This is an optimization exercise on Yosys and OpenROAD, whose aim is small area and a short achievable clock period, not a production implementation. Function was not checked in any run shown here: the RTL went through the layout flow alone. Power and IR drop assume default switching activity.

$ cat flow/design.v
package lrm_pkg;
    localparam int unsigned DATA_W    = 8;
    localparam int unsigned SAMPLE_W  = 17;
    localparam int unsigned RESULT_W  = 25;
    localparam int unsigned CYCLE_W   = 32;
    localparam int unsigned X_MSB     = 16;
    localparam int unsigned Y_MSB     = 8;
    localparam int unsigned PRED_BIT  = 0;
    localparam int unsigned MIN_TRAIN = 2;
    localparam logic [1:0] ST_IDLE   = 2'd0;
    localparam logic [1:0] ST_STREAM = 2'd1;
    localparam logic [1:0] ST_DRAIN  = 2'd2;
    typedef struct packed {
        logic              fit_ok;
        logic [DATA_W-1:0] yp;
        logic [DATA_W-1:0] a;
        logic [DATA_W-1:0] b;
    } result_t;
endpackage
module lrm_sync_fifo #(
    parameter int unsigned WIDTH = 17,
    parameter int unsigned DEPTH = 62,
    parameter int unsigned AW    = $clog2(DEPTH)
) (
    input  logic             clk,
    input  logic             we,
    input  logic [AW-1:0]    wa,
    input  logic [WIDTH-1:0] din,
    input  logic [AW-1:0]    ra,
    output logic [WIDTH-1:0] dout
);
    logic [WIDTH-1:0] mem [DEPTH];
    always_ff @(posedge clk) begin
        if (we) begin
            mem[wa] <= din;
        end
    end
    always_comb begin
        dout = '0;
        for (int i = 0; i < DEPTH; i++) begin
            dout = dout | (mem[i] & {WIDTH{ra == AW'(i)}});
        end
    end
endmodule
module lrm_sample_feeder #(
    parameter int unsigned DEPTH     = 64,
    parameter int unsigned RES_DEPTH = 8
) (
    input  logic                 CLK,
    input  logic                 RESET_N,
    input  logic                 START,
    input  logic                 WR_EN,
    input  logic [lrm_pkg::SAMPLE_W-1:0]  WR_DATA,
    output logic                 FULL,
    input  logic                 LRM_READY,
    output logic [lrm_pkg::DATA_W-1:0]    LRM_XI,
    output logic [lrm_pkg::DATA_W-1:0]    LRM_YI,
    output logic                 LRM_PREDICT,
    output logic                 LRM_VALID,
    input  logic                 LRM_DONE,
    input  logic [lrm_pkg::DATA_W-1:0]    LRM_YP,
    input  logic [lrm_pkg::DATA_W-1:0]    LRM_A,
    input  logic [lrm_pkg::DATA_W-1:0]    LRM_B,
    input  logic                 RD_EN,
    output logic [lrm_pkg::RESULT_W-1:0]  RD_DATA,
    output logic                 RES_EMPTY,
    output logic [lrm_pkg::DATA_W-1:0]    TRAIN_CNT,
    output logic [lrm_pkg::DATA_W-1:0]    OUTSTANDING,
    output logic [lrm_pkg::CYCLE_W-1:0]   CYCLES,
    output logic                 BUSY,
    output logic                 FINISHED,
    output logic                 ERR
);
    localparam int unsigned SW  = lrm_pkg::SAMPLE_W;
    localparam int unsigned RW  = lrm_pkg::RESULT_W;
    localparam int unsigned SMD = DEPTH - 2;        
    localparam int unsigned RMD = RES_DEPTH - 1;    
    localparam int unsigned SAW = $clog2(SMD);
    localparam int unsigned RAW = $clog2(RMD);
    localparam int unsigned SCW = $clog2(DEPTH + 1);
    localparam int unsigned RCW = $clog2(RES_DEPTH + 1);
    logic stream;                  
    logic stream_next, busy_next, finished_next;
    logic s_empty;                 
    logic r_full;                  
    logic out_zero;
    assign out_zero = (OUTSTANDING == '0);
    always_comb begin
        stream_next   = (!BUSY && START) || (stream && !s_empty);
        finished_next = BUSY && !stream && out_zero && !LRM_DONE;
        busy_next     = (!BUSY && START) || stream || (BUSY && !finished_next);
    end
    always_ff @(posedge CLK or negedge RESET_N) begin
        if (!RESET_N) begin
            stream   <= 1'b0;
            BUSY     <= 1'b0;
            FINISHED <= 1'b0;
            ERR      <= 1'b0;
        end else begin
            stream   <= stream_next;
            BUSY     <= busy_next;
            FINISHED <= finished_next;
            if ((WR_EN && FULL) || (LRM_DONE && r_full)) begin
                ERR <= 1'b1;
            end
        end
    end
    logic [SCW-1:0] s_cnt;
    logic [SW-1:0]  s_h, s_n, s_mhead;
    logic [SAW-1:0] s_wp, s_rp;
    logic           s_push, s_pop, s_mwe;
    logic           s_ge2, s_ge3;
    logic           s_empty_next, s_full_next, valid_next;
    logic [SW-1:0]  s_h_next;
    assign s_push = WR_EN && !FULL;
    assign s_pop  = LRM_VALID && LRM_READY;
    assign s_ge2  = (s_cnt >= SCW'(2));
    assign s_ge3  = (s_cnt >= SCW'(3));
    assign s_mwe  = s_push && (s_ge3 || (s_ge2 && !s_pop));
    lrm_sync_fifo #(
        .WIDTH (SW),
        .DEPTH (SMD)
    ) u_sample_mem (
        .clk  (CLK),
        .we   (s_mwe),
        .wa   (s_wp),
        .din  (WR_DATA),
        .ra   (s_rp),
        .dout (s_mhead)
    );
    always_comb begin
        if (s_pop) begin
            s_h_next     = s_ge2 ? s_n : WR_DATA;
            s_empty_next = !s_ge2 && !s_push;
        end else begin
            s_h_next     = s_empty ? WR_DATA : s_h;
            s_empty_next = s_empty && !s_push;
        end
        s_full_next = s_pop ? 1'b0 : (FULL || (s_cnt == SCW'(DEPTH - 1) && s_push));
        valid_next  = stream_next && !s_empty_next;
    end
    always_ff @(posedge CLK) begin
        s_h <= s_h_next;
        if (s_pop) begin
            s_n <= s_ge3 ? s_mhead : WR_DATA;
        end else if (!s_ge2) begin
            s_n <= WR_DATA;
        end
    end
    always_ff @(posedge CLK or negedge RESET_N) begin
        if (!RESET_N) begin
            s_cnt       <= '0;
            s_wp        <= '0;
            s_rp        <= '0;
            s_empty     <= 1'b1;
            FULL        <= 1'b0;
            LRM_VALID   <= 1'b0;
            LRM_XI      <= '0;
            LRM_YI      <= '0;
            LRM_PREDICT <= 1'b0;
        end else begin
            s_cnt   <= s_cnt + SCW'(s_push) - SCW'(s_pop);
            if (s_mwe) begin
                s_wp <= (s_wp == SAW'(SMD - 1)) ? '0 : s_wp + SAW'(1);
            end
            if (s_pop && s_ge3) begin
                s_rp <= (s_rp == SAW'(SMD - 1)) ? '0 : s_rp + SAW'(1);
            end
            s_empty   <= s_empty_next;
            FULL      <= s_full_next;
            LRM_VALID <= valid_next;
            {LRM_XI, LRM_YI, LRM_PREDICT} <= valid_next ? s_h_next : '0;
        end
    end
    logic [RCW-1:0] r_cnt;
    logic [RW-1:0]  r_din, r_mhead;
    logic [RAW-1:0] r_wp, r_rp;
    logic           r_push, r_pop, r_mwe, r_ge2;
    logic           fit_ok_c;
    assign fit_ok_c = (TRAIN_CNT >= lrm_pkg::DATA_W'(lrm_pkg::MIN_TRAIN));
    assign r_din    = {fit_ok_c, LRM_YP, LRM_A, LRM_B};
    assign r_push   = LRM_DONE && !r_full;
    assign r_pop    = RD_EN && !RES_EMPTY;
    assign r_ge2    = (r_cnt >= RCW'(2));
    assign r_mwe    = r_push && (r_ge2 || (!RES_EMPTY && !r_pop));
    lrm_sync_fifo #(
        .WIDTH (RW),
        .DEPTH (RMD)
    ) u_result_mem (
        .clk  (CLK),
        .we   (r_mwe),
        .wa   (r_wp),
        .din  (r_din),
        .ra   (r_rp),
        .dout (r_mhead)
    );
    always_ff @(posedge CLK or negedge RESET_N) begin
        if (!RESET_N) begin
            r_cnt     <= '0;
            r_wp      <= '0;
            r_rp      <= '0;
            RES_EMPTY <= 1'b1;
            r_full    <= 1'b0;
            RD_DATA   <= '0;
        end else begin
            r_cnt <= r_cnt + RCW'(r_push) - RCW'(r_pop);
            if (r_mwe) begin
                r_wp <= (r_wp == RAW'(RMD - 1)) ? '0 : r_wp + RAW'(1);
            end
            if (r_pop && r_ge2) begin
                r_rp <= (r_rp == RAW'(RMD - 1)) ? '0 : r_rp + RAW'(1);
            end
            if (r_pop) begin
                RES_EMPTY <= !r_ge2 && !r_push;
                r_full    <= 1'b0;
                if (r_ge2) begin
                    RD_DATA <= r_mhead;
                end else begin
                    RD_DATA <= r_push ? r_din : '0;
                end
            end else begin
                RES_EMPTY <= RES_EMPTY && !r_push;
                r_full    <= r_full || (r_cnt == RCW'(RES_DEPTH - 1) && r_push);
                if (RES_EMPTY) begin
                    RD_DATA <= r_push ? r_din : '0;
                end
            end
        end
    end
    always_ff @(posedge CLK or negedge RESET_N) begin
        if (!RESET_N) begin
            CYCLES      <= '0;
            TRAIN_CNT   <= '0;
            OUTSTANDING <= '0;
        end else if (!BUSY && START) begin
            CYCLES      <= '0;
            TRAIN_CNT   <= '0;
            OUTSTANDING <= '0;
        end else begin
            if (BUSY) begin
                CYCLES <= CYCLES + lrm_pkg::CYCLE_W'(1);
            end
            if (s_pop && !s_h[0] && (TRAIN_CNT != {lrm_pkg::DATA_W{1'b1}})) begin
                TRAIN_CNT <= TRAIN_CNT + lrm_pkg::DATA_W'(1);
            end
            case ({s_pop && s_h[0], LRM_DONE})
                2'b10: OUTSTANDING <= OUTSTANDING + lrm_pkg::DATA_W'(1);
                2'b01: begin
                    if (!out_zero) begin
                        OUTSTANDING <= OUTSTANDING - lrm_pkg::DATA_W'(1);
                    end
                end
                default: begin
                end
            endcase
        end
    end
endmodule
$ cat flow/run.sh
#!/bin/bash
# synth_recipe.tcl (not shown) runs the flow's synth.tcl, then flattens the netlist and writes it again
# the make line also repeats each setting of config.mk as NAME=value (left out here)
make -C /OpenROAD-flow-scripts/flow DESIGN_CONFIG=/design/flow/config.mk WORK_HOME=/design/flow/orfs CLKGATE_MAP_FILE= SYNTH_SCRIPT=/design/flow/synth_recipe.tcl finish
$ cat flow/config.mk
export PLATFORM = sky130hd
export DESIGN_NAME = lrm_sample_feeder
export DESIGN_NICKNAME = lrm_sample_feeder
export VERILOG_FILES = /design/flow/design.v
export SDC_FILE = /design/flow/constraint.sdc
export NUM_CORES = 4
export LEC_CHECK = 0
export CAP_MARGIN = 20
export CORE_MARGIN = 2
export CORE_UTILIZATION = 40
export PLACE_DENSITY = 0.6
export SLEW_MARGIN = 20
$ cat flow/constraint.sdc
create_clock -name core_clock -period 5.0 [get_ports {CLK}]
set_input_delay 1.0000 -clock core_clock [delete_from_list [all_inputs] [get_ports {CLK}]]
set_output_delay 1.0000 -clock core_clock [all_outputs]
set_load 0.01 [all_outputs]
==> results.yml, run 1 <==
worst_setup_path:
  crit_buf_inv: 1
  cp.arrival_ns: 4.78
  endpoint_kind: "flop"
  critPathTopFamily: "simple AND/OR/NAND/NOR gates"
  worst_ep_required_time_ns: 5.64
  start_kind: "flop"
  cpMostUsedCell: "and3_1"
  cp_slowest_stage_delay_ns: 0.88
  crit_path_cell_trace: "ha_1 > buf_4 > and3_1 > and3_1 > a2111oi_0 > nand3_1 > nor4_2 > a31oi_1"
  cp_max_fo: 10
  setup.worst_path.class: "reg -> reg"
  cp_slowest_cell: "a2111oi_0"
synth:
  netlist_top_cells_area: "edfxtp_1 69%, dfrtp_1 5.9%, a22oi_1 5.0%, and3_1 2.5%, nor2_1 1.6%"
  ys_seq_elements: 1391
  synth.avg_cell_area_um2: 15.8
  yosysTopAreaCellShare_pct: 69.2
  synth_async_sr_flop_share_pct: 9.20
  synth.yosys.seq_area_share_pct: 76.5
  ys_warn_count: 3
  synth_edf_count: 1229
  ys_types: 84
  synth_area_leader_cell: "edfxtp_1"
  syn_nets: 3462
  dominantRegCellSynth: "edfxtp_1"
  syn_inst: 3373
  syn_area_um2: 53300
grt:
  overflow: 0
  antenna_found_initial: 20
  grt_first_pass_wirelength_um: 296000
  grt_max_degree: 65
  track_usage_pct: 32.1
  grt_pass1_vias: 34400
sta:
  fin_crit_ns: 4.14
  tightest_slew_ns: 1.19
  final-hold-violation-count: 0
  rsz0062_at_grt: "false"
  setup_viol: 0
  maxSlewViolCount: 0
  fin_setup_tns_ns: 0
  max_freq_mhz: 242
  clock_skew_ns: 0.0307
  slew_headroom_pct: 18.8
  fin_crit_sh_pct: 82.7
cts:
  htreeDepth: 4
  root_buffer: "clkbuf_16"
  cts_buffers: 144
  clkSinkCount: 1391
  clk_latency_ns: 0.80
  cts.clk_slew.worst_paths_ns: 0.06
  cts_hold_repair.buffers: 0
  clockBufferDepth: 3
  post-cts-setup-buffer-count: 0
  cts_resized: 0
  cts_tree: "done"
routing:
  drt-wirelength-per-cell_um: 39.2
  num_vias: 37400
  finalWirelength_um: 223000
  ant_nets: 0
  viasPerCell: 6.59
  drtIter0Drc: 7556
  drcViolationCount: 0
  drtPass1Iterations: 6
placement:
  gp_congestion: 1.03
  dp_cells: 5402
  port_buffers: 143
  dp_hpwl_um: 147000
finish:
  nets: 3883
  area_growth_pct: 19.3
  layout-drive-gt1-share_pct: 17.7
  instances_no_fill: 5674
pwr:
  powerDensity_nw_per_um2: 527
  ir_drop_v: 0.000406
  power.leakage_uw: 0.0222
die:
  pin_count: 144
  core.rowCount: 133
  die_y_um: 369
  die-area_um2: 136000
  core_um2: 132000
  start_util_pct: 40.4
  die_w_um: 369
status:
  status: "finished clean"
min_path:
  hp-class: "in -> async"
flow_run:
  drv_cap: 0
[routing by layer]
layer	wire [um]	global-route usage, %	vias to the layer above
li1	-	-	14400
met1	77300	41.2	18400
met2	91700	45.1	3783
met3	37600	13.8	760
met4	15800	18.6	14
met5	92	0	-
[layout make-up]
class / instances / area (um2)
Fill cell: 11200 / 68200
Sequential cell: 1391 / 40800
Multi-Input combinational cell: 1763 / 12000
Clock buffer: 187 / 3910
Timing Repair Buffer: 453 / 3780
Tap cell: 1755 / 2200
Clock inverter: 79 / 783
Inverter: 41 / 154
Antenna cell: 5 / 12.5
[flip-flops by register name (all words and copies together), names as in the netlist, 4 cells and up]
register / count
u_sample_mem.mem: 1054
RD_DATA: 25
s_n: 17
LRM_YI: 8
CYCLES: 32
s_rp: 6
s_wp: 6
s_h: 17
r_cnt: 4
LRM_XI: 8
OUTSTANDING: 8
u_result_mem.mem: 175
s_cnt: 7
TRAIN_CNT: 8
[power by group]
group	switching, uW	total (uW)	internal [uW]
clock network	4690	10900	6180
registers	789	14500	13800
logic	5370	8070	2700
total	10900	33500	22600
[cells in the final DEF, fill, tap and decap left out, drive strengths merged, types with 50 or more instances in the layout]
cell / n
edfxtp: 1229
a22oi: 355
buf: 327
nor2: 232
and3: 213
clkbuf: 188
dfrtp: 126
clkdlybuf4s50: 125
nand2: 105
nand3: 99
a21oi: 75
nand4: 71
a2111oi: 64
o21ai: 56
nor4: 56
inv: 51
clkinv: 50
[synth_stat cells (all sizes together) (16+ instances only)]
master   instances
mux2            16
o22ai           21
dfrtp          126
clkbuf         116
buf             62
and2            16
a221oi          30
nand3           99
a21oi           75
inv             40
nand2b          19
nor2           232
edfxtp        1229
dfxtp           34
nand4           71
o21ai           56
ha              38
and3           213
nor3            36
nor4            56
nand2          105
mux2i           43
nand3b          17
a2111oi         64
a22oi          355
[path summary, 6_finish.rpt]
| kind | startpoint | endpoint | slack [ns] | cells after the start |
|---|---|---|---|---|
| min reg2reg | stream | FINISHED | 0.45 | 1 |
| max reg2reg | s_rp[0] | s_n[3] | 0.86 | 8 |
| max | s_rp[0] | s_n[3] | 0.86 | 8 |
| max in group asynchronous | RESET_N | LRM_PREDICT | 3.80 | 2 |
| min in group core_clock | stream | FINISHED | 0.45 | 1 |
| min | RESET_N | RD_DATA[12] | 0.19 | 1 |
[kinds of logic (layout without fill, tap and decap cells)]
group / Yosys count / in the layout / share of synthesized area [%]
other: 0 / 5 / 0
flip-flops: 1391 / 1391 / 76.5
AO/OA/AOI/OAI: 721 / 721 / 10.0
AND/OR/NAND/NOR: 915 / 915 / 9.07
XOR/XNOR: 23 / 23 / 0.378
multiplexers: 63 / 63 / 1.32
buffers and inverters: 219 / 760 / 1.70
adder cells (fa/ha/maj): 41 / 41 / 1.00
[worst register-to-register path: cells and delay by family, from the launching register on]
kind / cells / cell delay, ns
AND/OR/NAND/NOR: 4 / 1.83
AO/OA/AOI/OAI: 2 / 1.06
flip-flops: 1 / 0.42
adder cells (fa/ha/maj): 1 / 0.41
buffers and inverters: 1 / 0.27
[per-stage QoR]
step / worst slack [ns] / area, um2 / hold WS [ns] / total power (uW) / utilization, %
6_report: 0.863 / 63600 / 0.186 / 33500 / 48.2
5_1_grt: 0.942 / 63600 / 0.194 / 34300 / 48.2
4_1_cts: 0.948 / 63600 / 0.156 / 33200 / 48.2
3_5_place_dp: 0.966 / 58900 / 0.421 / 22500 / 44.7
3_3_place_gp: 0.884 / 58900 / 0.422 / 22400 / 44.7
2_1_floorplan: 1.08 / 53300 / 0.407 / 18300 / -
==> run 2: changes to the inputs <==
--- a/flow/design.v
+++ b/flow/design.v
@@ -117,5 +117,5 @@
     assign s_ge2  = (s_cnt >= SCW'(2));
     assign s_ge3  = (s_cnt >= SCW'(3));
-    assign s_mwe  = s_push && (s_ge3 || (s_ge2 && !s_pop));
+    assign s_mwe  = s_push && (s_ge3 || (s_ge2 && !s_pop));    
     lrm_sync_fifo #(
         .WIDTH (SW),
@@ -123,5 +123,5 @@
     ) u_sample_mem (
         .clk  (CLK),
-        .we   (s_mwe),
+        .we   (s_push),
         .wa   (s_wp),
         .din  (WR_DATA),
@@ -160,5 +160,9 @@
             LRM_PREDICT <= 1'b0;
         end else begin
-            s_cnt   <= s_cnt + SCW'(s_push) - SCW'(s_pop);
+            case ({s_push, s_pop})
+                2'b10:   s_cnt <= s_cnt + SCW'(1);
+                2'b01:   s_cnt <= s_cnt - SCW'(1);
+                default: s_cnt <= s_cnt;
+            endcase
             if (s_mwe) begin
                 s_wp <= (s_wp == SAW'(SMD - 1)) ? '0 : s_wp + SAW'(1);
@@ -189,5 +193,5 @@
     ) u_result_mem (
         .clk  (CLK),
-        .we   (r_mwe),
+        .we   (r_push),
         .wa   (r_wp),
         .din  (r_din),
@@ -204,5 +208,9 @@
             RD_DATA   <= '0;
         end else begin
-            r_cnt <= r_cnt + RCW'(r_push) - RCW'(r_pop);
+            case ({r_push, r_pop})
+                2'b10:   r_cnt <= r_cnt + RCW'(1);
+                2'b01:   r_cnt <= r_cnt - RCW'(1);
+                default: r_cnt <= r_cnt;
+            endcase
             if (r_mwe) begin
                 r_wp <= (r_wp == RAW'(RMD - 1)) ? '0 : r_wp + RAW'(1);
==> results.yml, run 2 <==
synth:
  synth.avg_cell_area_um2: 16.2
  synth_edf_count: 1229
  synthSimpleGateAreaFrac_pct: 7.86
  yosysTopAreaCellShare_pct: 69.9
  ys_top_cells_by_count: "1229 x edfxtp_1, 412 x a22oi_1, 196 x nor2_1, 186 x and3_1, 126 x dfrtp_1"
  dominantRegCellSynth: "edfxtp_1"
  syn_nets: 3339
  muxShareOfSynthArea_pct: 1.28
  synthXorXnorAreaFrac_pct: 0.365
  synth_top_family_by_area: "compound AO/OA/AOI/OAI gates"
  synthAdderAreaFrac_pct: 0.707
  synth_async_sr_flop_share_pct: 9.20
  synth.most_common_cell: "edfxtp_1"
  ys_seq_elements: 1391
  netlist_top_cells_area: "edfxtp_1 70%, dfrtp_1 6.0%, a22oi_1 5.9%, and3_1 2.2%, nor2_1 1.4%"
  syn_area_um2: 52800
  synth.yosys.seq_area_share_pct: 77.3
  synth_area_leader_cell: "edfxtp_1"
  synth-compound-area-share_pct: 10.6
  ys_warn_count: 3
  ys_types: 70
  syn_inst: 3263
sta:
  max_freq_mhz: 229
  maxSlewViolCount: 0
  final-hold-violation-count: 0
  fin_crit_ns: 4.37
  clock_skew_ns: 0.0408
  fin_crit_sh_pct: 87.4
  fin_setup_tns_ns: 0
  slew_headroom_pct: 17.7
  timing.hold.ws_ns: 0.218
  tightest_slew_ns: 1.23
  setup_viol: 0
  rsz0062_at_grt: "false"
cts:
  clk_latency_ns: 0.80
  clkSinkCount: 1391
  cts_hold_repair.buffers: 0
  cts_buffers: 141
  root_buffer: "clkbuf_16"
  post-cts-setup-buffer-count: 0
  cts_tree: "done"
  cts_resized: 0
  clockBufferDepth: 3
  htreeDepth: 4
  cts.clk_slew.worst_paths_ns: 0.06
worst_setup_path:
  worst_ep_required_time_ns: 5.69
  crit_buf_inv: 2
  reg2reg_depth: 8
  r2r-start: "s_rp[2]"
  start_kind: "flop"
  critPathTopFamily: "simple AND/OR/NAND/NOR gates"
  endpoint_kind: "flop"
  setup.worst_path.class: "reg -> reg"
  crit_path_cell_trace: "or2_2 > nor2_1 > buf_4 > a2111oi_1 > nand3_1 > nor4_1 > buf_4 > a21oi_1"
  cp.arrival_ns: 5.06
  cp_max_fo: 19
  r2r_end: "s_n[10]"
  cp_slowest_cell: "a2111oi_1"
  cp_slowest_stage_delay_ns: 0.92
  cpMostUsedCell: "buf_4"
  reg2reg_slack_ns: 0.63
die:
  die_y_um: 367
  core_um2: 131000
  start_util_pct: 40.2
  die_w_um: 367
  pin_count: 144
  die-area_um2: 135000
  core.rowCount: 133
finish:
  top_regs: "u_sample_mem.mem: 1054 flops, u_result_mem.mem: 175 flops, CYCLES: 32 flops"
  nets: 3717
  layout-drive-gt1-share_pct: 17.0
  top_register: "u_sample_mem.mem"
  mostFrequentLayoutCells: "1229 x edfxtp_1, 412 x a22oi_1, 253 x buf_4, 186 x and3_1, 146 x clkbuf_16"
  largest_register_ffs: 1054
  area_growth_pct: 18.4
  layout_commonest_cell: "edfxtp_1"
  final_design_area_no_fill_um2: 62500
pwr:
  power_frac_clock_pct: 31.8
  powerDensity_nw_per_um2: 524
  ir_drop_v: 0.000346
  p_int_uw: 22000
  power.leakage_uw: 0.0215
  switching_share_pct: 32.8
  comb_power_share_pct: 23.4
  p_sw_uw: 10700
  seq_power_share_pct: 44.8
routing:
  finalWirelength_um: 220000
  drt-wirelength-per-cell_um: 40.0
  ant_nets: 0
  viasPerCell: 6.65
  drtIter0Drc: 7341
  drtPass1Iterations: 10
  num_vias: 36700
  drcViolationCount: 0
grt:
  grt_pass1_vias: 33700
  grt_first_pass_wirelength_um: 293000
  overflow: 0
  antenna_found_initial: 22
  track_usage_pct: 32.0
  grt_max_degree: 72
placement:
  dp_hpwl_um: 143000
  gp_congestion: 1.03
  port_buffers: 143
  dpl_cell_area_um2: 58000
min_path:
  hp-class: "in -> async"
flow_run:
  drv_cap: 0
status:
  status: "finished clean"
[run 2: routing by layer]
metal,GRT usage [%],vias to the layer above,wire length (um)
li1,-,14000,-
met1,40.9,18500,77400
met2,44.8,3435,91500
met3,13.7,732,35100
met4,19.6,16,16100
met5,0,-,101
[run 2: worst max-delay path by stage]
stage	slack (ns)	cells past startpoint	to	startpoint
detailed placement	0.79	8	s_n[9]	LRM_READY
global route	0.65	8	s_n[10]	s_rp[2]
global placement	0.33	8	s_n[9]	LRM_READY
finish	0.63	8	s_n[10]	s_rp[2]
floorplan	0.75	4	u_result_mem.mem[0][0]	LRM_DONE
CTS	0.87	9	s_n[6]	s_rp[2]
[run 2: power groups by stage]
| stage | Sequential, uW | Clock (uW) | Combinational, uW |
|---|---|---|---|
| after global routing | 14700 | 10900 | 7830 |
| after detailed placement | 14900 | 0 | 7300 |
| after CTS | 14600 | 10400 | 7320 |
| after floorplan | 14500 | 0 | 3510 |
| final | 14700 | 10400 | 7670 |
| after global placement | 14800 | 0 | 7250 |
[run 2: cell families after synthesis]
group | after synthesis
AND/OR/NAND/NOR | 787
flip-flops | 1391
multiplexers | 58
adder cells (fa/ha/maj) | 28
XOR/XNOR | 22
buffers and inverters | 237
AO/OA/AOI/OAI | 740
[run 2: through the flow]
step	total power (uW)	setup WS (ns)	instances	utilization (%)
2_1_floorplan	18000	0.753	3263	-
3_3_place_gp	22100	0.331	5251	44.2
3_5_place_dp	22200	0.795	5252	44.2
4_1_cts	32400	0.874	5502	47.6
5_1_grt	33400	0.655	5504	47.6
6_report	32700	0.629	5511	47.6
[run 2: worst register-to-register path, cell delays in order, from the launching register on]
cell,delay (ns)
dfrtp_1,0.86
or2_2,0.70
nor2_1,0.39
buf_4,0.32
a2111oi_1,0.93
nand3_1,0.51
nor4_1,0.39
buf_4,0.15
a21oi_1,0.05
[run 2: area by class of cell]
class | count | area [um2]
fill | 11300 | 68700
sequential | 1391 | 40800
multi-input combinational | 1635 | 11400
clock buffer | 179 | 3850
timing repair buffer | 403 | 3380
tap | 1755 | 2200
clock inverter | 71 | 612
inverter | 69 | 259
antenna | 8 | 20.0
==> run 3: changes to the inputs <==
==> flow/flow/run.sh (new file) <==
#!/bin/bash
# The standard layout, with the port buffers made from plain buffers
# (buf_2) instead of the delay buffer buffer_ports picks by default.
set -euo pipefail
bash standard.sh BUFFER_PORTS_ARGS="-buffer_cell sky130_fd_sc_hd__buf_2" finish > standard_flow.log 2>&1
==> flow/standard.sh (new file) <==
#!/bin/bash
# synth_recipe.tcl (not shown) runs the flow's synth.tcl, then flattens the netlist and writes it again
# the make line also repeats each setting of config.mk as NAME=value (left out here)
make -C /OpenROAD-flow-scripts/flow DESIGN_CONFIG=/design/flow/config.mk WORK_HOME=/design/flow/orfs CLKGATE_MAP_FILE= SYNTH_SCRIPT=/design/flow/synth_recipe.tcl "${@:-finish}"
removed: flow/run.sh
==> results.yml, run 3 <==
status:
  status: "finished clean"
routing:
  finalWirelength_um: 224000
  met2_length_um: 93400
  drtPass1Iterations: 16
  drt-met1-wl_um: 77900
  num_vias: 36400
  ant_nets: 0
  drcViolationCount: 0
  viasPerCell: 6.60
  drt-wirelength-per-cell_um: 40.6
  highest_layer: "met5"
  drtIter0Drc: 7235
  dr_wl_met3_um: 35100
cts:
  cts.clk_slew.worst_paths_ns: 0.06
  root_buffer: "clkbuf_16"
  htreeDepth: 4
  cts_hold_repair.buffers: 0
  post-cts-setup-buffer-count: 0
  cts_tree: "done"
  clkSinkCount: 1391
  clockBufferDepth: 3
  cts_buffers: 144
  clk_latency_ns: 0.82
  cts_resized: 0
die:
  die_y_um: 367
  pin_count: 144
  core_um2: 131000
  core.rowCount: 133
  die_w_um: 367
  start_util_pct: 40.2
  die-area_um2: 135000
finish:
  top_register: "u_sample_mem.mem"
  layout-drive-gt1-share_pct: 20.4
  layout_commonest_cell: "edfxtp_1"
  top_regs: "u_sample_mem.mem: 1054 flops, u_result_mem.mem: 175 flops, CYCLES: 32 flops"
  largest_register_ffs: 1054
  instances_no_fill: 5510
  nets: 3700
  fill_cells: 11400
  area_growth_pct: 17.4
  mostFrequentLayoutCells: "1229 x edfxtp_1, 412 x a22oi_1, 234 x buf_4, 186 x and3_1, 149 x clkbuf_16"
  utilization_pct: 47.2
worst_setup_path:
  cp.arrival_ns: 5.22
  setup.worst_path.class: "reg -> reg"
  critPathTopFamily: "simple AND/OR/NAND/NOR gates"
  crit_buf_inv: 0
  start_kind: "flop"
  worst_ep_required_time_ns: 5.64
  cp_slowest_stage_delay_ns: 1.11
  crit_path_cell_trace: "ha_1 > and3b_1 > and3_1 > a2111oi_0 > nand3_1 > nor4_1 > a21oi_1"
  r2r-start: "s_rp[0]"
  endpoint_kind: "flop"
  startpoint: "s_rp[0]"
  cp_slowest_cell: "nor4_1"
  cp_max_fo: 16
grt:
  antenna_found_initial: 10
  grt_pass1_vias: 33800
  grt_first_pass_wirelength_um: 297000
  overflow: 0
  track_usage_pct: 32.6
  grt_max_degree: 71
synth:
  syn_nets: 3339
  synth_async_sr_flop_share_pct: 9.20
  ys_top_cells_by_count: "1229 x edfxtp_1, 412 x a22oi_1, 196 x nor2_1, 186 x and3_1, 126 x dfrtp_1"
  synth.avg_cell_area_um2: 16.2
  ys_warn_count: 3
  dominantRegCellSynth: "edfxtp_1"
  yosysTopAreaCellShare_pct: 69.9
  syn_inst: 3263
  synth_edf_count: 1229
  netlist_top_cells_area: "edfxtp_1 70%, dfrtp_1 6.0%, a22oi_1 5.9%, and3_1 2.2%, nor2_1 1.4%"
  ys_seq_elements: 1391
  synth.yosys.seq_area_share_pct: 77.3
  syn_area_um2: 52800
  synth_area_leader_cell: "edfxtp_1"
  synth.most_common_cell: "edfxtp_1"
  ys_types: 70
sta:
  fin_crit_sh_pct: 91.5
  fin_crit_ns: 4.58
  clock_skew_ns: 0.0319
  final-hold-violation-count: 0
  setup_viol: 0
  tightest_slew_ns: 1.36
  fin_setup_tns_ns: 0
  rsz0062_at_grt: "false"
  max_freq_mhz: 218
  slew_headroom_pct: 8.53
  maxSlewViolCount: 0
pwr:
  power.leakage_uw: 0.0215
  ir_drop_v: 0.000369
  powerDensity_nw_per_um2: 527
placement:
  gp_congestion: 1.03
  dp_hpwl_um: 144000
  port_buffers: 143
  dp_cells: 5232
flow_run:
  drv_cap: 0
min_path:
  hp-class: "in -> async"
==> run 3: cell counts after synthesis <==
No cell type changed its count.
==> run 3: layout make-up <==
cell class                      count  area (um2)  share of cell area (%)
Antenna cell                        9        22.5                  0.0364
Clock buffer                      192        3980                    6.43
Clock inverter                     76         718                    1.16
Inverter                           69         259                   0.418
Multi-Input combinational cell   1635       11400                    18.4
Sequential cell                  1391       40800                    65.9
Tap cell                         1755        2200                    3.54
Timing Repair Buffer              383        2580                    4.17
==> run 3: worst register-to-register path: cells and delay by family (launching register included) <==
family,cells,cell delay (ns)
simple gates,4,2.39
compound gates,2,1.10
fa+ha+maj,1,0.48
flops,1,0.44
==> run 3: path summary, 6_finish.rpt <==
check                         endpoint  slack, ns  cells after the start
hold reg to reg               FINISHED       0.44                      1
max in group asynchronous    LRM_XI[5]       3.87                      2
setup / recovery                s_n[0]       0.42                      7
min in group core_clock       FINISHED       0.44                      1
hold / removal             RD_DATA[15]       0.16                      1
setup reg to reg                s_n[0]       0.42                      7
==> run 3: logic make-up (layout without fill, tap and decap cells) <==
group | after synthesis | after routing | share of synthesized area (%)
buffers and inverters | 237 | 720 | 1.86
adders and majority gates | 28 | 28 | 0.707
and+or+nand+nor | 787 | 787 | 7.86
muxes | 58 | 58 | 1.28
other | 0 | 9 | 0
xor gates and xnor gates | 22 | 22 | 0.365
DFF | 1391 | 1391 | 77.3
AOI/OAI and AO/OA | 740 | 740 | 10.6
==> run 3: power breakdown <==
part / switching, uW / internal [uW] / total, uW
Clock: 4650 / 6150 / 10800
Sequential: 834 / 13700 / 14500
Combinational: 5130 / 2140 / 7280
==> run 3: routing by layer <==
layer	up-vias	global-route usage [%]
met2	3363	46.4
li1	14000	-
met5	-	0
met1	18300	41.8
met3	751	12.4
met4	12	20.6
==> run 3: per-stage QoR <==
| step | total power (uW) | hold WS [ns] | setup WS (ns) | area (um2) |
|---|---|---|---|---|
| after floorplan | 18000 | 0.407 | 0.753 | 52800 |
| after global placement | 21700 | 0.429 | 0.696 | 57100 |
| after detailed placement | 21700 | 0.426 | 0.775 | 57200 |
| after CTS | 32300 | 0.188 | 0.759 | 61900 |
| after global routing | 33400 | 0.205 | 0.584 | 61900 |
| final | 32600 | 0.163 | 0.423 | 61900 |
==> run 4: changes to the inputs <==
--- a/flow/config.mk
+++ b/flow/config.mk
@@ -10,3 +10,5 @@
 export CORE_UTILIZATION = 40
 export PLACE_DENSITY = 0.6
+export SETUP_SLACK_MARGIN = 2.5
 export SLEW_MARGIN = 20
+export TNS_END_PERCENT = 10
==> results.yml, run 4 <==
worst_setup_path:
  setup.worst_path.class: "reg -> reg"
  critPathTopFamily: "simple AND/OR/NAND/NOR gates"
  endpoint: "s_n[1]"
  cp_max_fo: 7
  r2r_end: "s_n[1]"
  cp.depth: 11
  endpoint_kind: "flop"
  startpoint: "s_rp[1]"
  crit_buf_inv: 4
  worst_ep_required_time_ns: 5.61
  cp_slowest_cell: "nor4_4"
  cp_slowest_stage_delay_ns: 0.58
  cp.arrival_ns: 3.55
  reg2reg_depth: 11
  reg2reg_slack_ns: 2.05
  start_kind: "flop"
  r2r-start: "s_rp[1]"
  cpMostUsedCell: "buf_6"
  crit_path_cell_trace: "buf_6 > ha_4 > nand3b_1 > buf_6 > buf_6 > nor2_4 > buf_12 > a22oi_2 > nand4_1 > nor4_4 > a21oi_1"
die:
  die_y_um: 367
  core_um2: 131000
  die-area_um2: 135000
  die_w_um: 367
  start_util_pct: 40.2
  pin_count: 144
  core.rowCount: 133
sta:
  maxSlewViolCount: 0
  max_freq_mhz: 339
  rsz0062_at_grt: "true"
  fin_setup_tns_ns: 0
  fin_crit_sh_pct: 58.9
  slew_headroom_pct: 21.0
  fin_ws_ns: 2.05
  tightest_slew_ns: 1.18
  setup_viol: 0
  timing.hold.ws_ns: 0.187
  final-hold-violation-count: 0
  clock_skew_ns: 0.0390
  fin_crit_ns: 2.95
grt:
  track_usage_pct: 32.0
  grt_pass1_vias: 34300
  grt_first_pass_wirelength_um: 295000
  antenna_found_initial: 15
  overflow: 0
  grt_max_degree: 129
routing:
  num_vias: 37600
  drt-wirelength-per-cell_um: 39.3
  ant_nets: 0
  drtIter0Drc: 7597
  viasPerCell: 6.67
  drtPass1Iterations: 7
  finalWirelength_um: 222000
  drcViolationCount: 0
synth:
  synth.yosys.seq_area_share_pct: 77.3
  synth.most_common_cell: "edfxtp_1"
  ys_seq_elements: 1391
  syn_nets: 3339
  ys_types: 70
  netlist_top_cells_area: "edfxtp_1 70%, dfrtp_1 6.0%, a22oi_1 5.9%, and3_1 2.2%, nor2_1 1.4%"
  synth_area_leader_cell: "edfxtp_1"
  synth_edf_count: 1229
  ys_top_cells_by_count: "1229 x edfxtp_1, 412 x a22oi_1, 196 x nor2_1, 186 x and3_1, 126 x dfrtp_1"
  syn_inst: 3263
  dominantRegCellSynth: "edfxtp_1"
  yosysTopAreaCellShare_pct: 69.9
  syn_area_um2: 52800
  ys_warn_count: 3
  synth.avg_cell_area_um2: 16.2
  synth_async_sr_flop_share_pct: 9.20
finish:
  fill_cells: 10900
  top_regs: "u_sample_mem.mem: 1054 flops, u_result_mem.mem: 175 flops, CYCLES: 32 flops"
  layout_commonest_cell: "edfxtp_1"
  area_growth_pct: 23.4
  top_register: "u_sample_mem.mem"
  layout-drive-gt1-share_pct: 27.5
  mostFrequentLayoutCells: "1229 x edfxtp_1, 382 x a22oi_1, 290 x buf_4, 180 x and3_1, 151 x clkbuf_16"
  largest_register_ffs: 1054
  nets: 3838
  instances_no_fill: 5642
placement:
  gp_congestion: 1.01
  dp_hpwl_um: 133000
  port_buffers: 143
  dpl_worst_slack_ns: 0.594
  dp_cells: 5212
cts:
  cts_tree: "done"
  htreeDepth: 4
  clockBufferDepth: 3
  cts_buffers: 145
  clk_latency_ns: 0.77
  cts.clk_slew.worst_paths_ns: 0.06
  cts_hold_repair.buffers: 0
  clkSinkCount: 1391
  root_buffer: "clkbuf_16"
pwr:
  ir_drop_v: 0.000275
  power.leakage_uw: 0.0228
  powerDensity_nw_per_um2: 522
  total_power_uw: 34000
status:
  status: "finished clean"
min_path:
  hp-class: "in -> async"
flow_run:
  drv_cap: 0
==> run 4: cell counts after synthesis <==
Identical to the previous run, type by type.
==> run 4: area by class of cell <==
cell class	instances	area (um2)	area share, %
Sequential cell	1391	40800	62.7
Multi-Input combinational cell	1637	12900	19.9
Timing Repair Buffer	518	4190	6.43
Clock buffer	206	4030	6.20
Tap cell	1755	2200	3.37
Clock inverter	60	651	0.999
Inverter	69	264	0.406
Antenna cell	6	15.0	0.0231
==> run 4: stage by stage <==
step	instance area [um2]	utilization [%]
2_1_floorplan	52900	-
3_3_place_gp	57200	43.6
3_5_place_dp	57200	43.7
4_1_cts	64400	49.1
5_1_grt	65100	49.6
6_report	65100	49.6
==> run 4: how the worst min path moves through the flow <==
stage	start	to	slack (ns)	depth (start not counted)
floorplan	stream	FINISHED	0.41	1
finish	RESET_N	RD_DATA[9]	0.19	2
global placement	stream	FINISHED	0.42	1
CTS	RESET_N	RD_DATA[16]	0.33	2
detailed placement	stream	FINISHED	0.42	1
global route	RESET_N	RD_DATA[21]	0.31	2
==> run 4: layer usage <==
| metal | up-vias | GRT usage, % | part of all wire (%) |
|---|---|---|---|
| li1 | 14300 | - | - |
| met1 | 18800 | 41.2 | 34 |
| met2 | 3694 | 45.9 | 42 |
| met3 | 834 | 11.8 | 16 |
| met4 | 18 | 19.9 | 7.9 |
| met5 | - | 0.356 | 0.073 |
==> run 4: repair_timing <==
action / in CTS / in global routing
buffers inserted: 118 / 34
pin swaps: 91 / 55
gates cloned: 4 / 2
setup endpoints to repair: 340 / 528
resized for setup: 312 / 73
==> run 4: power breakdown <==
part           switching [uW]  leakage, uW  internal, uW
Sequential                841       0.0129         13700
Clock                    4570      0.00229          6210
Combinational            5640      0.00764          2970
==> run 4: kinds of logic after synthesis <==
kind of cell	Yosys count	synth area share, %
mux	58	1.28
xor+xnor	22	0.365
compound gates	740	10.6
buf+inv	237	1.86
simple gates	787	7.86
flops	1391	77.3
fa+ha+maj	28	0.707
==> run 5: changes to the inputs <==
--- a/flow/design.v
+++ b/flow/design.v
@@ -27,5 +27,5 @@
     input  logic [AW-1:0]    wa,
     input  logic [WIDTH-1:0] din,
-    input  logic [AW-1:0]    ra,
+    input  logic [DEPTH-1:0] rsel,
     output logic [WIDTH-1:0] dout
 );
@@ -39,5 +39,5 @@
         dout = '0;
         for (int i = 0; i < DEPTH; i++) begin
-            dout = dout | (mem[i] & {WIDTH{ra == AW'(i)}});
+            dout = dout | (mem[i] & {WIDTH{rsel[i]}});
         end
     end
@@ -108,5 +108,6 @@
     logic [SCW-1:0] s_cnt;
     logic [SW-1:0]  s_h, s_n, s_mhead;
-    logic [SAW-1:0] s_wp, s_rp;
+    logic [SAW-1:0] s_wp;
+    logic [SMD-1:0] s_rsel;        
     logic           s_push, s_pop, s_mwe;
     logic           s_ge2, s_ge3;
@@ -126,5 +127,5 @@
         .wa   (s_wp),
         .din  (WR_DATA),
-        .ra   (s_rp),
+        .rsel (s_rsel),
         .dout (s_mhead)
     );
@@ -152,5 +153,5 @@
             s_cnt       <= '0;
             s_wp        <= '0;
-            s_rp        <= '0;
+            s_rsel      <= SMD'(1);
             s_empty     <= 1'b1;
             FULL        <= 1'b0;
@@ -169,5 +170,5 @@
             end
             if (s_pop && s_ge3) begin
-                s_rp <= (s_rp == SAW'(SMD - 1)) ? '0 : s_rp + SAW'(1);
+                s_rsel <= {s_rsel[SMD-2:0], s_rsel[SMD-1]};
             end
             s_empty   <= s_empty_next;
@@ -179,5 +180,6 @@
     logic [RCW-1:0] r_cnt;
     logic [RW-1:0]  r_din, r_mhead;
-    logic [RAW-1:0] r_wp, r_rp;
+    logic [RAW-1:0] r_wp;
+    logic [RMD-1:0] r_rsel;        
     logic           r_push, r_pop, r_mwe, r_ge2;
     logic           fit_ok_c;
@@ -196,5 +198,5 @@
         .wa   (r_wp),
         .din  (r_din),
-        .ra   (r_rp),
+        .rsel (r_rsel),
         .dout (r_mhead)
     );
@@ -203,5 +205,5 @@
             r_cnt     <= '0;
             r_wp      <= '0;
-            r_rp      <= '0;
+            r_rsel    <= RMD'(1);
             RES_EMPTY <= 1'b1;
             r_full    <= 1'b0;
@@ -217,5 +219,5 @@
             end
             if (r_pop && r_ge2) begin
-                r_rp <= (r_rp == RAW'(RMD - 1)) ? '0 : r_rp + RAW'(1);
+                r_rsel <= {r_rsel[RMD-2:0], r_rsel[RMD-1]};
             end
             if (r_pop) begin
==> results.yml, run 5 <==
status:
  status: "finished clean"
worst_setup_path:
  crit_path_cell_trace: "nor2b_1 > nand2_1 > nor2_4"
  worst_ep_required_time_ns: 5.40
  cp_slowest_cell: "nor2_4"
  cp_slowest_stage_delay_ns: 0.91
  start_kind: "flop"
  endpoint_kind: "flop"
  startpoint: "s_wp[0]"
  setup.worst_path.class: "reg -> reg"
  cp.arrival_ns: 3.31
  cp_max_fo: 17
  r2r-start: "s_wp[0]"
pwr:
  seq_power_share_pct: 49.9
  comb_power_share_pct: 13.1
  p_int_uw: 21900
  ir_drop_v: 0.000389
  switching_share_pct: 27.2
  total_power_uw: 30100
  powerDensity_nw_per_um2: 478
  power_frac_clock_pct: 37.0
  power.leakage_uw: 0.0212
  p_sw_uw: 8200
synth:
  synth_async_sr_flop_share_pct: 13.0
  synth.yosys.seq_area_share_pct: 78.8
  dominantRegCellSynth: "edfxtp_1"
  synth_edf_count: 1229
  synth-compound-area-share_pct: 12.2
  netlist_top_cells_area: "edfxtp_1 69%, dfrtp_1 8.6%, a22oi_1 3.3%, a22o_1 2.9%, a221oi_1 2.8%"
  syn_inst: 3089
  synth_top_family_by_area: "compound AO/OA/AOI/OAI gates"
  muxShareOfSynthArea_pct: 1.69
  syn_area_um2: 53600
  synthSimpleGateAreaFrac_pct: 4.56
  synth.avg_cell_area_um2: 17.4
  ys_seq_elements: 1451
  ys_top_cells_by_count: "1229 x edfxtp_1, 233 x a22oi_1, 184 x dfrtp_1, 176 x a22o_1, 172 x a221oi_1"
  synthXorXnorAreaFrac_pct: 0.376
  synth.most_common_cell: "edfxtp_1"
  yosysTopAreaCellShare_pct: 68.8
  ys_types: 78
  synthAdderAreaFrac_pct: 0.578
  syn_nets: 3160
  ys_warn_count: 3
  synth_area_leader_cell: "edfxtp_1"
finish:
  top_regs: "u_sample_mem.mem: 1054 flops, u_result_mem.mem: 175 flops, s_rsel: 62 flops"
  instances_no_fill: 5274
  fill_cells: 11200
  utilization_pct: 47.2
  largest_register_ffs: 1054
  top_register: "u_sample_mem.mem"
  mostFrequentLayoutCells: "1229 x edfxtp_1, 232 x a22oi_1, 176 x a22o_1, 166 x buf_4, 165 x dfrtp_1"
  layout_commonest_cell: "edfxtp_1"
  layout-drive-gt1-share_pct: 22.5
  nets: 3445
  area_growth_pct: 17.4
sta:
  fin_setup_tns_ns: 0
  setup_viol: 0
  fin_crit_ns: 2.90
  clock_skew_ns: 0.0432
  slew_headroom_pct: 19.6
  maxSlewViolCount: 0
  fin_crit_sh_pct: 58.0
  final-hold-violation-count: 0
  rsz0062_at_grt: "true"
  max_freq_mhz: 345
  fin_ws_ns: 2.10
  tightest_slew_ns: 1.21
cts:
  clockBufferDepth: 3
  cts_buffers: 147
  cts.clk_slew.worst_paths_ns: 0.06
  clk_latency_ns: 0.80
  cts_hold_repair.buffers: 0
  clkSinkCount: 1451
  cts_tree: "done"
  root_buffer: "clkbuf_16"
  htreeDepth: 4
routing:
  viasPerCell: 6.63
  ant_nets: 0
  num_vias: 35000
  drcViolationCount: 0
  drtPass1Iterations: 8
  drtIter0Drc: 6744
  finalWirelength_um: 202000
  drt-wirelength-per-cell_um: 38.2
placement:
  dp_hpwl_um: 123000
  gp_congestion: 0.983
  port_buffers: 143
  dpl_worst_slack_ns: 1.22
  dp_cells: 4964
die:
  core_um2: 133000
  die-area_um2: 137000
  pin_count: 144
  die_w_um: 370
  core.rowCount: 134
  die_y_um: 370
  start_util_pct: 40.2
grt:
  antenna_found_initial: 15
  grt_first_pass_wirelength_um: 272000
  track_usage_pct: 29.0
  grt_max_degree: 81
  grt_pass1_vias: 32300
  overflow: 0
min_path:
  hp-class: "in -> async"
flow_run:
  drv_cap: 0
## run 5: changes by cell type after synthesis, sizes merged, moves of 27 or more
cell / previous run / this run
a22oi: 412 / 233
mux2: 27 / 72
nand3: 114 / 65
and3: 186 / 7
nor2: 197 / 130
buf: 65 / 38
a2111oi: 57 / 0
dfrtp: 126 / 184
nor3: 20 / 49
inv: 69 / 24
a221oi: 20 / 172
a22o: 9 / 176
clkbuf: 103 / 155
## run 5: layer usage
| layer | track usage, % | routed length [um] | part of all wire, % | up-vias |
|---|---|---|---|---|
| li1 | - | - | - | 13400 |
| met1 | 38.3 | 71700 | 36 | 17800 |
| met2 | 40.9 | 84900 | 42 | 3203 |
| met3 | 11.3 | 32100 | 16 | 602 |
| met4 | 15.8 | 12700 | 6.3 | 22 |
| met5 | 0 | 161 | 0.080 | - |
## run 5: stage by stage
step                hold WS [ns]  area [um2]
global route               0.238       62900
finish                     0.199       63000
CTS                        0.184       62500
floorplan                  0.407       53800
global placement           0.428       57300
detailed placement         0.429       57400
## run 5: cell families (layout without fill, tap and decap cells)
kind of cell	after synthesis	count (layout)
AO/OA/AOI/OAI	832	832
buffers and inverters	218	628
XOR/XNOR	23	23
adder cells (fa/ha/maj)	23	23
multiplexers	81	81
AND/OR/NAND/NOR	461	461
flip-flops	1451	1451
other	0	7
## run 5: power groups by stage
stage                     clock network [uW]  logic (uW)  registers [uW]
after floorplan                            0        2180           15000
final                                  11200        3940           15000
after global placement                     0        3690           15200
after CTS                              11200        3830           15000
after global routing                   11700        4250           15100
after detailed placement                   0        3760           15200
## run 5: final cells by class
cell class	count	area, um2	share of cell area, %
multi-input combinational	1420	11100	17.6
timing repair buffer	329	2350	3.73
clock inverter	66	744	1.18
clock buffer	208	4130	6.57
antenna	7	17.5	0.0278
inverter	25	106	0.169
tap	1768	2210	3.51
sequential	1451	42300	67.2
## run 5: final timing paths
check	cells past startpoint	end	slack, ns
setup / recovery	3	u_sample_mem.mem[45][15]	2.10
hold / removal	1	RD_DATA[16]	0.20
setup reg to reg	3	u_sample_mem.mem[45][15]	2.10
hold reg to reg	1	FINISHED	0.46
max in group asynchronous	2	s_rsel[21]	3.60
min in group core_clock	1	FINISHED	0.46
## run 5: worst max-delay path, delay by kind of cell, from the launching register on
family | cells | cell delay (ns)
AND/OR/NAND/NOR | 3 | 1.64
flip-flops | 1 | 0.83
## run 5: repair_timing
item,in CTS,in global routing
cloned,0,1
setup endpoints to repair,876,946
resized for setup,24,49
pin swaps,10,15
buffers inserted,11,17
==> run 6: changes to the inputs <==
==> flow/flow/run.sh (replaced) <==
#!/bin/bash
# The standard layout with three changes: plain buffers (buf_2) on the ports
# instead of the delay buffer buffer_ports picks by default, and timing repair
# free to change a cell's footprint while it resizes.
set -euo pipefail
bash standard.sh BUFFER_PORTS_ARGS="-buffer_cell sky130_fd_sc_hd__buf_2" MATCH_CELL_FOOTPRINT=0 finish > standard_flow.log 2>&1
--- a/flow/config.mk
+++ b/flow/config.mk
@@ -8,7 +8,7 @@
 export CAP_MARGIN = 20
 export CORE_MARGIN = 2
-export CORE_UTILIZATION = 40
-export PLACE_DENSITY = 0.6
-export SETUP_SLACK_MARGIN = 2.5
+export CORE_UTILIZATION = 55
+export PLACE_DENSITY = 0.75
+export SETUP_SLACK_MARGIN = 2.7
 export SLEW_MARGIN = 20
-export TNS_END_PERCENT = 10
+export TNS_END_PERCENT = 100
==> results.yml, run 6 <==
status:
  status: "finished clean"
synth:
  synth_edf_count: 1229
  ys_top_cells_by_count: "1229 x edfxtp_1, 233 x a22oi_1, 184 x dfrtp_1, 176 x a22o_1, 172 x a221oi_1"
  ys_types: 78
  netlist_top_cells_area: "edfxtp_1 69%, dfrtp_1 8.6%, a22oi_1 3.3%, a22o_1 2.9%, a221oi_1 2.8%"
  synth.yosys.seq_area_share_pct: 78.8
  synth.avg_cell_area_um2: 17.4
  ys_seq_elements: 1451
  syn_area_um2: 53600
  yosysTopAreaCellShare_pct: 68.8
  dominantRegCellSynth: "edfxtp_1"
  synth.most_common_cell: "edfxtp_1"
  syn_nets: 3160
  synth_area_leader_cell: "edfxtp_1"
  syn_inst: 3089
  ys_warn_count: 3
  synth_async_sr_flop_share_pct: 13.0
worst_setup_path:
  critPathTopFamily: "simple AND/OR/NAND/NOR gates"
  endpoint_kind: "flop"
  crit_path_cell_trace: "buf_4 > a22o_1 > a221oi_1 > nand4_1 > nor3_2 > a21oi_1"
  start_kind: "flop"
  setup.worst_path.class: "reg -> reg"
  cp_slowest_stage_delay_ns: 0.48
  cp.arrival_ns: 3.22
  cp_max_fo: 19
  worst_ep_required_time_ns: 5.63
  cp_slowest_cell: "nand4_1"
  crit_buf_inv: 1
sta:
  fin_crit_ns: 2.59
  tightest_slew_ns: 1.19
  maxSlewViolCount: 0
  max_freq_mhz: 386
  setup_viol: 0
  final-hold-violation-count: 0
  slew_headroom_pct: 20.6
  rsz0062_at_grt: "true"
  clock_skew_ns: 0.0310
  fin_crit_sh_pct: 51.9
  fin_setup_tns_ns: 0
finish:
  largest_register_ffs: 1054
  layout-drive-gt1-share_pct: 29.3
  area_growth_pct: 22.1
  top_regs: "u_sample_mem.mem: 1054 flops, u_result_mem.mem: 175 flops, s_rsel: 62 flops"
  instances_no_fill: 4955
  nets: 3618
  mostFrequentLayoutCells: "1229 x edfxtp_1, 260 x buf_4, 232 x a22oi_1, 173 x a22o_1, 149 x clkbuf_16"
  layout_commonest_cell: "edfxtp_1"
  top_register: "u_sample_mem.mem"
  fill_cells: 5962
cts:
  cts.clk_slew.worst_paths_ns: 0.07
  clkSinkCount: 1451
  clk_latency_ns: 0.77
  cts_buffers: 143
  cts_hold_repair.buffers: 0
  root_buffer: "clkbuf_16"
  clockBufferDepth: 3
  htreeDepth: 4
  cts_tree: "done"
placement:
  dp_cells: 4428
  port_buffers: 143
  dp_hpwl_um: 112000
  gp_congestion: 1.02
grt:
  grt_max_degree: 122
  antenna_found_initial: 17
  track_usage_pct: 38.9
  overflow: 0
  grt_first_pass_wirelength_um: 266000
  grt_pass1_vias: 34300
die:
  start_util_pct: 55.5
  die_w_um: 316
  core.rowCount: 114
  pin_count: 144
  die-area_um2: 100000
  die_y_um: 316
  core_um2: 96700
routing:
  viasPerCell: 7.44
  ant_nets: 0
  drt-wirelength-per-cell_um: 39.8
  drtPass1Iterations: 9
  finalWirelength_um: 197000
  drcViolationCount: 0
  num_vias: 36900
  drtIter0Drc: 7866
flow_run:
  drv_cap: 0
pwr:
  total_power_uw: 30500
  ir_drop_v: 0.000406
  power.leakage_uw: 0.0225
  powerDensity_nw_per_um2: 466
min_path:
  hp-class: "in -> async"
==> run 6: worst paths after layout <==
kind	cells past startpoint	start	to	slack [ns]
setup / recovery	6	s_rsel[56]	s_n[4]	2.41
hold / removal	1	RESET_N	RD_DATA[3]	0.06
setup reg to reg	6	s_rsel[56]	s_n[4]	2.41
hold reg to reg	1	stream	FINISHED	0.43
max in group asynchronous	2	RESET_N	s_rsel[54]	3.56
min in group core_clock	1	stream	FINISHED	0.43
==> run 6: cells by family after synthesis <==
family	share of synthesized area (%)
DFF	78.8
AOI/OAI and AO/OA	12.2
and+or+nand+nor	4.56
buffers and inverters	1.75
muxes	1.69
xor gates and xnor gates	0.376
adders and majority gates	0.578
==> run 6: final cells by class <==
class                           instances  area [um2]  share of cell area, %
Sequential cell                      1451       42400                   64.7
Multi-Input combinational cell       1421       12000                   18.4
Timing Repair Buffer                  505        4770                   7.28
Clock buffer                          203        4020                   6.14
Tap cell                             1276        1600                   2.44
Clock inverter                         62         568                  0.867
Inverter                               25         113                  0.172
Antenna cell                           12        30.0                 0.0458
==> run 6: power by group <==
| part | internal [uW] | switching, uW |
|---|---|---|
| clock | 5960 | 4620 |
| sequential | 14200 | 700 |
| combinational | 1960 | 3030 |
| total | 22200 | 8350 |
==> run 6: repair_timing <==
item	4_1_cts	5_1_grt
gates resized for setup	174	130
pin swaps	75	41
cloned	1	1
setup buffers	187	61
setup endpoints to repair	1244	544
==> run 6: worst reg2reg max path: cells and delay by family, from the launching register on <==
family	cells	cell delay, ns
AOI/OAI and AO/OA	3	0.90
DFF	1	0.37
buffers and inverters	1	0.27
and+or+nand+nor	2	0.93
==> run 6: per-stage QoR <==
step | setup slack [ns] | utilization [%] | instance area (um2) | hold WS, ns
after detailed placement | 1.54 | 58.6 | 56600 | 0.429
after floorplan | 2.22 | - | 54200 | 0.407
after global routing | 2.54 | 67.7 | 65500 | 0.0559
final | 2.41 | 67.7 | 65500 | 0.0644
after CTS | 2.27 | 66.4 | 64200 | 0.0404
after global placement | 1.39 | 58.5 | 56600 | 0.431
==> run 6: routing by layer <==
| layer | global-route usage [%] | share of wire (%) | vias to the layer above |
|---|---|---|---|
| met5 | 0 | 0.12 | - |
| met1 | 48.7 | 31 | 18200 |
| met2 | 55.2 | 42 | 4050 |
| met3 | 17.2 | 18 | 900 |
| li1 | - | - | 13700 |
| met4 | 25.3 | 8.0 | 20 |
==> run 7: changes to the inputs <==
--- a/flow/config.mk
+++ b/flow/config.mk
@@ -8,6 +8,6 @@
 export CAP_MARGIN = 20
 export CORE_MARGIN = 2
-export CORE_UTILIZATION = 55
-export PLACE_DENSITY = 0.75
+export CORE_UTILIZATION = 40
+export PLACE_DENSITY = 0.6
 export SETUP_SLACK_MARGIN = 2.7
 export SLEW_MARGIN = 20
==> results.yml, run 7 <==
routing:
  highest_layer: "met5"
  dr_wl_met3_um: 30900
  num_vias: 35600
  drtPass1Iterations: 9
  drt-wirelength-per-cell_um: 36.8
  finalWirelength_um: 201000
  drcViolationCount: 0
  ant_nets: 0
  drt-met1-wl_um: 70800
  met2_length_um: 87400
  viasPerCell: 6.52
  drtIter0Drc: 6409
cts:
  htreeDepth: 4
  cts_buffers: 149
  cts_tree: "done"
  cts_hold_repair.buffers: 0
  root_buffer: "clkbuf_16"
  clk_latency_ns: 0.81
  cts.clk_slew.worst_paths_ns: 0.06
  clkSinkCount: 1451
  clockBufferDepth: 3
placement:
  dp_hpwl_um: 116000
  dpl_worst_slack_ns: 1.47
  gp_congestion: 0.953
  port_buffers: 143
finish:
  nets: 3630
  top_regs: "u_sample_mem.mem: 1054 flops, u_result_mem.mem: 175 flops, s_rsel: 62 flops"
  layout_commonest_cell: "edfxtp_1"
  utilization_pct: 49.9
  top_register: "u_sample_mem.mem"
  mostFrequentLayoutCells: "1229 x edfxtp_1, 255 x buf_4, 229 x a22oi_1, 176 x a22o_1, 151 x clkbuf_16"
  layout-drive-gt1-share_pct: 29.4
  area_growth_pct: 23.9
  largest_register_ffs: 1054
worst_setup_path:
  cp.arrival_ns: 3.18
  endpoint_kind: "flop"
  crit_buf_inv: 1
  start_kind: "flop"
  reg2reg_slack_ns: 2.47
  cp_slowest_cell: "nor4_4"
  crit_path_cell_trace: "buf_8 > a22o_1 > a221oi_1 > nand4_1 > nor4_4 > a21oi_1"
  cp_slowest_stage_delay_ns: 0.68
  worst_ep_required_time_ns: 5.65
  setup.worst_path.class: "reg -> reg"
  cp_max_fo: 18
  critPathTopFamily: "simple AND/OR/NAND/NOR gates"
synth:
  syn_area_um2: 53600
  synth.yosys.seq_area_share_pct: 78.8
  ys_types: 78
  synth.avg_cell_area_um2: 17.4
  ys_seq_elements: 1451
  netlist_top_cells_area: "edfxtp_1 69%, dfrtp_1 8.6%, a22oi_1 3.3%, a22o_1 2.9%, a221oi_1 2.8%"
  ys_top_cells_by_count: "1229 x edfxtp_1, 233 x a22oi_1, 184 x dfrtp_1, 176 x a22o_1, 172 x a221oi_1"
  synth_edf_count: 1229
  ys_warn_count: 3
  syn_nets: 3160
  dominantRegCellSynth: "edfxtp_1"
  yosysTopAreaCellShare_pct: 68.8
  syn_inst: 3089
  synth_area_leader_cell: "edfxtp_1"
  synth.most_common_cell: "edfxtp_1"
  synth_async_sr_flop_share_pct: 13.0
status:
  status: "finished clean"
die:
  die_y_um: 370
  die-area_um2: 137000
  core.rowCount: 134
  start_util_pct: 40.2
  die_w_um: 370
  pin_count: 144
  core_um2: 133000
sta:
  final-hold-violation-count: 0
  rsz0062_at_grt: "true"
  setup_viol: 0
  timing.hold.ws_ns: 0.222
  fin_setup_tns_ns: 0
  slew_headroom_pct: 17.0
  clock_skew_ns: 0.0386
  maxSlewViolCount: 0
  tightest_slew_ns: 1.24
  fin_crit_sh_pct: 50.6
  fin_ws_ns: 2.47
  max_freq_mhz: 395
  fin_crit_ns: 2.53
grt:
  track_usage_pct: 28.7
  grt_pass1_vias: 32900
  grt_max_degree: 76
  antenna_found_initial: 12
  grt_first_pass_wirelength_um: 270000
  overflow: 0
pwr:
  power_frac_clock_pct: 35.8
  seq_power_share_pct: 47.9
  ir_drop_v: 0.000309
  power.leakage_uw: 0.0226
  p_int_uw: 22600
  powerDensity_nw_per_um2: 469
  total_power_uw: 31200
  p_sw_uw: 8570
  comb_power_share_pct: 16.3
  switching_share_pct: 27.5
flow_run:
  drv_cap: 0
min_path:
  hp-class: "in -> async"
## run 7: power by group through the flow
stage | Combinational [uW] | Clock (uW) | Sequential [uW]
3_3_place_gp | 3740 | 0 | 15200
4_1_cts | 4710 | 11200 | 14900
3_5_place_dp | 3810 | 0 | 15200
5_1_grt | 5410 | 11700 | 15000
6_report | 5080 | 11100 | 14900
2_1_floorplan | 2320 | 0 | 15000
## run 7: cell type report
cell class | count | area, um2
fill | 10800 | 66800
sequential | 1451 | 42400
multi-input combinational | 1420 | 11900
timing repair buffer | 512 | 4960
clock buffer | 199 | 4100
tap | 1768 | 2210
clock inverter | 80 | 800
inverter | 25 | 109
antenna | 4 | 10.0
## run 7: kinds of logic (layout without fill, tap and decap cells)
logic type	Yosys count	count (layout)	synth area share [%]
muxes	81	81	1.69
xor gates and xnor gates	23	23	0.376
AOI/OAI and AO/OA	832	832	12.2
buffers and inverters	218	816	1.75
DFF	1451	1451	78.8
and+or+nand+nor	461	461	4.56
adders and majority gates	23	23	0.578
other	0	4	0
## run 7: timing repair
item / 4_1_cts / 5_1_grt
buffers inserted: 195 / 52
cloned: 1 / 0
resized for setup: 167 / 114
hold endpoints to repair: 0 / 0
pin swaps: 83 / 46
endpoints found under the setup margin: 1284 / 580
## run 7: per-stage QoR
stage	area [um2]	instances
detailed placement	57300	4928
global route	66500	5456
finish	66500	5459
CTS	65400	5403
global placement	57300	4927
floorplan	54200	3089
## run 7: final timing paths
path | end | from | cells past startpoint
min | RD_DATA[12] | RESET_N | 1
max | s_n[14] | s_rsel[14] | 6
max reg2reg | s_n[14] | s_rsel[14] | 6
min in group core_clock | FINISHED | stream | 1
max in group asynchronous | s_rsel[53] | RESET_N | 2
min reg2reg | FINISHED | stream | 1
## run 7: layer usage
metal  track usage (%)  up-vias
met3              10.4      670
met5                 0        -
met4              13.7       10
met2              42.4     3089
li1                  -    13800
met1              37.5    18100

## afterwards: timing with drivers on the ports
The results above use ideal ports. As a check the final layouts listed here were re-extracted and re-timed, cells and wires unchanged.
Step 1: set_driving_cell puts a clkbuf_16 on CLK and a buf_2 on each other input, an assumption about the parent block.
Step 2, shift: input delay + t, output delay - t, t = (earliest + latest rising clock arrival at the registers) / 2. This alone moves slack from input paths to output paths.
a / b / c = ideal / step 1 / step 2; a / b = the first two.
run	shift t [ns]	slack for setup (ns)	hold WS [ns]	worst setup path after step 2	worst register clock-pin slew, ns
run 1	0.849	0.863 / 0.863 / 0.863	0.186 / 0.154 / 0.446	register to register	0.07 / 0.07
run 2	0.859	0.629 / 0.629 / 0.427	0.218 / 0.184 / 0.441	input to register	0.07 / 0.07
run 3	0.873	0.423 / 0.423 / 0.423	0.163 / 0.128 / 0.436	register to register	0.07 / 0.07
run 4	0.817	2.053 / 2.053 / 1.586	0.187 / 0.156 / 0.424	input to register	0.07 / 0.07
run 5	0.851	2.099 / 2.099 / 1.619	0.199 / 0.179 / 0.462	input to register	0.07 / 0.07
run 6	0.821	2.407 / 2.407 / 1.798	0.064 / 0.048 / 0.434	input to register	0.07 / 0.07
run 7	0.863	2.470 / 2.470 / 1.870	0.222 / 0.200 / 0.440	input to register	0.08 / 0.08
After both steps every run listed still meets setup and hold. For run 6, which loses most, drivers alone change the setup slack by 0.000 ns; drivers and shift together by -0.609 ns.
